This is an optimization exercise on Yosys and OpenROAD, whose aim is small area and a short achievable clock period, not a production implementation.
Only simulation tests tie the RTL to the original design; equivalence was not proved.
Power and IR drop assume default switching activity.

==> module sf_xor2, before the edit <==
module sf_xor2 (input logic a, b, output logic y);
    assign y = a ^ b;
endmodule
==> module sf_inv, before the edit <==
module sf_inv (input logic a, output logic y);
    assign y = ~a;
endmodule
==> module snoop_fifo_param, before the edit <==
module snoop_fifo_param #(
    parameter int unsigned WIDTH   = 64,
    parameter int unsigned DEPTH   = 48,
    parameter int unsigned KEY_W   = 16,
    parameter int unsigned KEY_LSB = 0,
    parameter int unsigned AW      = $clog2(DEPTH)
) (
    input  logic             clk,
    input  logic             rst,
    input  logic [WIDTH-1:0] wdata,
    input  logic             wvalid,
    output logic             wready,
    output logic [WIDTH-1:0] rdata,
    output logic             rvalid,
    input  logic             rready,
    input  logic [KEY_W-1:0] sdata,
    input  logic             svalid,
    output logic             sresp_valid,
    output logic             smatch,
    output logic [AW-1:0]    sage,
    output logic [AW:0]      shits,
    output logic [AW:0]      count
);
    localparam int unsigned NG = DEPTH / 3;     
    localparam int unsigned NK = KEY_W / 4;     
    localparam int unsigned KB = 8;             
    localparam int unsigned GS = 16;            
    localparam int unsigned NGR = DEPTH / GS;   
    localparam int unsigned CW = 5;             
    localparam int unsigned IW = 4;             
    logic [DEPTH-2:0][WIDTH-1:0] mem;      
    logic                        push;
    logic                        pop;
    logic [DEPTH-1:0]            sel;
    logic [DEPTH-1:0][WIDTH-1:0] src;
    logic [WIDTH-1:0]            rd_d;
    logic [WIDTH-1:0]            rd_q;
    logic [DEPTH-1:0][KEY_W-1:0] key;
    logic [DEPTH/KB-1:0][KEY_W-1:0] sdata_n;
    logic [DEPTH-1:0]            occ;
    logic [DEPTH-1:0]            eq;
    logic [NGR-1:0][CW-1:0]      grp_cnt, cnt_q;
    logic [NGR-1:0][IW-1:0]      grp_idx;
    logic [NGR-1:0]              grp_any;
    logic [NGR-1:0][AW-1:0]      grp_age;
    logic [AW-1:0]               age_d, age_q;
    logic [AW:0]                 count_d;
    assign push = wvalid & wready;
    assign pop  = rvalid & rready;
    always_comb begin
        case ({push, pop})
            2'b10:   count_d = count + (AW+1)'(1);
            2'b01:   count_d = count - (AW+1)'(1);
            default: count_d = count;
        endcase
    end
    always_ff @(posedge clk or posedge rst) begin
        if (rst) begin
            count  <= '0;
            wready <= 1'b1;
            rvalid <= 1'b0;
        end else begin
            count  <= count_d;
            wready <= (count_d != (AW+1)'(DEPTH));
            rvalid <= (count_d != '0);
        end
    end
    for (genvar i = 0; i < DEPTH - 1; i++) begin : g_mem
        logic shift;
        sf_and2 u_en (.a(wvalid), .b(wready), .y(shift));
        always_ff @(posedge clk) begin
            if (shift)
                mem[i] <= (i == 0) ? wdata : mem[i-1];
        end
    end
    always_comb begin
        sel[0] = (count < (AW+1)'(2));
        for (int unsigned i = 1; i < DEPTH; i++)
            sel[i] = (count == (AW+1)'(i + 1));
        for (int unsigned i = 0; i < DEPTH; i++)
            occ[i] = (count > (AW+1)'(i));
    end
    assign src[0] = wdata;
    for (genvar i = 1; i < DEPTH; i++) begin : g_src
        assign src[i] = mem[i-1];
    end
    for (genvar b = 0; b < WIDTH; b++) begin : g_rd
        logic [NG-1:0]   t;
        logic [NG/4-1:0] u;
        for (genvar j = 0; j < NG; j++) begin : g_t
            sf_aoi222 u_t (
                .a0(src[3*j][b]),   .b0(sel[3*j]),
                .a1(src[3*j+1][b]), .b1(sel[3*j+1]),
                .a2(src[3*j+2][b]), .b2(sel[3*j+2]),
                .y (t[j])
            );
        end
        for (genvar j = 0; j < NG/4; j++) begin : g_u
            sf_nand4 u_u (.a(t[4*j]), .b(t[4*j+1]), .c(t[4*j+2]), .d(t[4*j+3]), .y(u[j]));
        end
        sf_or4 u_o (.a(u[0]), .b(u[1]), .c(u[2]), .d(u[3]), .y(rd_d[b]));
    end
    always_ff @(posedge clk) begin
        if (pop || !rvalid)
            rd_q <= rd_d;
    end
    assign rdata = rd_q;
    always_comb begin
        for (int unsigned i = 0; i < DEPTH - 1; i++)
            key[i] = mem[i][KEY_LSB +: KEY_W];
        key[DEPTH-1] = rd_q[KEY_LSB +: KEY_W];
    end
    for (genvar j = 0; j < DEPTH / KB; j++) begin : g_key
        for (genvar b = 0; b < KEY_W; b++) begin : g_b
            sf_inv u_n (.a(sdata[b]), .y(sdata_n[j][b]));
        end
    end
    for (genvar i = 0; i < DEPTH; i++) begin : g_eq
        logic [KEY_W-1:0] x;
        logic [NK-1:0]    n;
        logic             p, q;
        for (genvar b = 0; b < KEY_W; b++) begin : g_x
            sf_xor2 u_x (.a(key[i][b]), .b(sdata_n[i/KB][b]), .y(x[b]));
        end
        for (genvar j = 0; j < NK; j++) begin : g_n
            sf_nand4 u_n (.a(x[4*j]), .b(x[4*j+1]), .c(x[4*j+2]), .d(x[4*j+3]), .y(n[j]));
        end
        sf_nor2 u_p (.a(n[0]), .b(n[1]), .y(p));
        sf_nor2 u_q (.a(n[2]), .b(n[3]), .y(q));
        sf_and3 u_m (.a(p), .b(q), .c(occ[i]), .y(eq[i]));
    end
    for (genvar g = 0; g < NGR; g++) begin : g_red
        snoop_fifo_match u_red (
            .m  (eq[g*GS +: GS]),
            .cnt(grp_cnt[g]),
            .any(grp_any[g]),
            .idx(grp_idx[g])
        );
        assign grp_age[g] = AW'(count - (AW+1)'(1 + g*GS) - (AW+1)'(grp_idx[g]));
    end
    always_comb begin
        age_d = '0;
        for (int g = 0; g < NGR; g++)
            if (grp_any[g])
                age_d = grp_age[g];
    end
    always_ff @(posedge clk or posedge rst) begin
        if (rst) begin
            sresp_valid <= 1'b0;
            smatch      <= 1'b0;
        end else begin
            sresp_valid <= svalid;
            smatch      <= svalid & (|grp_any);
        end
    end
    always_ff @(posedge clk) begin
        age_q <= age_d;
        cnt_q <= grp_cnt;
    end
    assign sage  = sresp_valid ? age_q : '0;
    assign shits = sresp_valid ? (AW+1)'((AW+1)'(cnt_q[0]) + (AW+1)'(cnt_q[1]) + (AW+1)'(cnt_q[2]))
                               : '0;
endmodule
Settings: LEC_CHECK=0, CAP_MARGIN=20, CORE_MARGIN=2, CORE_UTILIZATION=68, CTS_CLUSTER_DIAMETER=100, CTS_CLUSTER_SIZE=24, SLEW_MARGIN=20, SYNTH_HIERARCHICAL=1, TNS_END_PERCENT=2; clock period 140.0 ns.
standard.sh (not shown) runs the stock make flow with config.mk's settings and CLKGATE_MAP_FILE= SYNTH_SCRIPT=/design/flow/synth_recipe.tcl, a recipe that flattens the netlist after the stock synthesis.
==> flow/flow/run.sh <==
#!/bin/bash
# The standard layout (standard.sh: the ORFS flow and synthesis, unchanged steps),
# with two make settings that only change how hard the tools work:
#  - SETUP_SLACK_MARGIN: repair_timing keeps improving the worst paths until their slack under
#    the design's own constraints is at least this much (the SDC and clock period are
#    unchanged); TNS_END_PERCENT in config.mk keeps it to the worst few endpoints;
#  - BUFFER_PORTS_ARGS: the port buffers are buf_2 cells rather than the default delay cells.
# make's full output goes to standard.log; ORFS keeps each step's own log under orfs/logs/.
set -euo pipefail
cd "$(dirname "$0")/.."
bash standard.sh SETUP_SLACK_MARGIN=110 "BUFFER_PORTS_ARGS=-buffer_cell sky130_fd_sc_hd__buf_2" finish > standard.log 2>&1
Rerun with:
--- a/flow/design.v
+++ b/flow/design.v
@@ -24,17 +24,14 @@
 module sf_or4 (input logic a, b, c, d, output logic y);
     assign y = a | b | c | d;
 endmodule
 module sf_and2 (input logic a, b, output logic y);
     assign y = a & b;
 endmodule
-module sf_xor2 (input logic a, b, output logic y);
-    assign y = a ^ b;
-endmodule
-module sf_inv (input logic a, output logic y);
-    assign y = ~a;
+module sf_xnor2 (input logic a, b, output logic y);
+    assign y = ~(a ^ b);
 endmodule
 module snoop_fifo_match (
     input  logic [15:0] m,
     output logic [4:0]  cnt,
     output logic        any,
     output logic [3:0]  idx
@@ -138,26 +135,24 @@
     output logic [AW-1:0]    sage,
     output logic [AW:0]      shits,
     output logic [AW:0]      count
 );
     localparam int unsigned NG = DEPTH / 3;     
     localparam int unsigned NK = KEY_W / 4;     
-    localparam int unsigned KB = 8;             
     localparam int unsigned GS = 16;            
     localparam int unsigned NGR = DEPTH / GS;   
     localparam int unsigned CW = 5;             
     localparam int unsigned IW = 4;             
     logic [DEPTH-2:0][WIDTH-1:0] mem;      
     logic                        push;
     logic                        pop;
     logic [DEPTH-1:0]            sel;
     logic [DEPTH-1:0][WIDTH-1:0] src;
     logic [WIDTH-1:0]            rd_d;
     logic [WIDTH-1:0]            rd_q;
     logic [DEPTH-1:0][KEY_W-1:0] key;
-    logic [DEPTH/KB-1:0][KEY_W-1:0] sdata_n;
     logic [DEPTH-1:0]            occ;
     logic [DEPTH-1:0]            eq;
     logic [NGR-1:0][CW-1:0]      grp_cnt, cnt_q;
     logic [NGR-1:0][IW-1:0]      grp_idx;
     logic [NGR-1:0]              grp_any;
     logic [NGR-1:0][AW-1:0]      grp_age;
@@ -225,23 +220,18 @@
     assign rdata = rd_q;
     always_comb begin
         for (int unsigned i = 0; i < DEPTH - 1; i++)
             key[i] = mem[i][KEY_LSB +: KEY_W];
         key[DEPTH-1] = rd_q[KEY_LSB +: KEY_W];
     end
-    for (genvar j = 0; j < DEPTH / KB; j++) begin : g_key
-        for (genvar b = 0; b < KEY_W; b++) begin : g_b
-            sf_inv u_n (.a(sdata[b]), .y(sdata_n[j][b]));
-        end
-    end
     for (genvar i = 0; i < DEPTH; i++) begin : g_eq
         logic [KEY_W-1:0] x;
         logic [NK-1:0]    n;
         logic             p, q;
         for (genvar b = 0; b < KEY_W; b++) begin : g_x
-            sf_xor2 u_x (.a(key[i][b]), .b(sdata_n[i/KB][b]), .y(x[b]));
+            sf_xnor2 u_x (.a(key[i][b]), .b(sdata[b]), .y(x[b]));
         end
         for (genvar j = 0; j < NK; j++) begin : g_n
             sf_nand4 u_n (.a(x[4*j]), .b(x[4*j+1]), .c(x[4*j+2]), .d(x[4*j+3]), .y(n[j]));
         end
         sf_nor2 u_p (.a(n[0]), .b(n[1]), .y(p));
         sf_nor2 u_q (.a(n[2]), .b(n[3]), .y(q));
The changed run finished clean.
Non-clock buffer count came out lower by 7.
First-iteration DRC count barely changes.
Sequential power barely changes.
Sequential share of layout area is about the same.
Cell count came out lower by 1.3%.
Flip-flop and latch count does not change.
Routed wire length came out higher by 0.31%.
Cell area is about the same.
Register-to-register slack got worse by 40 ps.
Utilization came out higher by 0.47 points.
Setup slack improved by 53 ps.
Synthesized cell count came out lower by 1.5%.
Area after synthesis came out lower by 0.30%.

[afterwards: timing with drivers on the ports]
How much do the figures lean on ideal ports? The routed layouts below were timed once more, with nothing changed but the port constraints.
Step 1 (the two cells are an assumption about what drives the block):
set clk [get_ports {clk}]
set_driving_cell -lib_cell sky130_fd_sc_hd__clkbuf_16 $clk
set_driving_cell -lib_cell sky130_fd_sc_hd__buf_2 [delete_from_list [all_inputs] $clk]
Step 2 also shifts input and output timing later by t, the mid clock arrival at the registers, as if the neighbouring blocks saw the same clock.
Slacks: ideal ports / drivers / drivers and shift; pairs: ideal ports / drivers.
run	t, ns	setup WS [ns]	worst setup path at the end	slew at the worst register clock pin (ns)	worst slew at a driven data input, ns
the first run	0.924	108.930 / 108.935 / 108.010	input to register	0.10 / 0.10	0.14
the second run	0.919	108.983 / 109.017 / 108.098	input to register	0.11 / 0.11	0.07
After both steps every run listed still meets setup and hold. For the first run, which loses most, drivers alone change the setup slack by +0.005 ns; drivers and shift together by -0.920 ns.
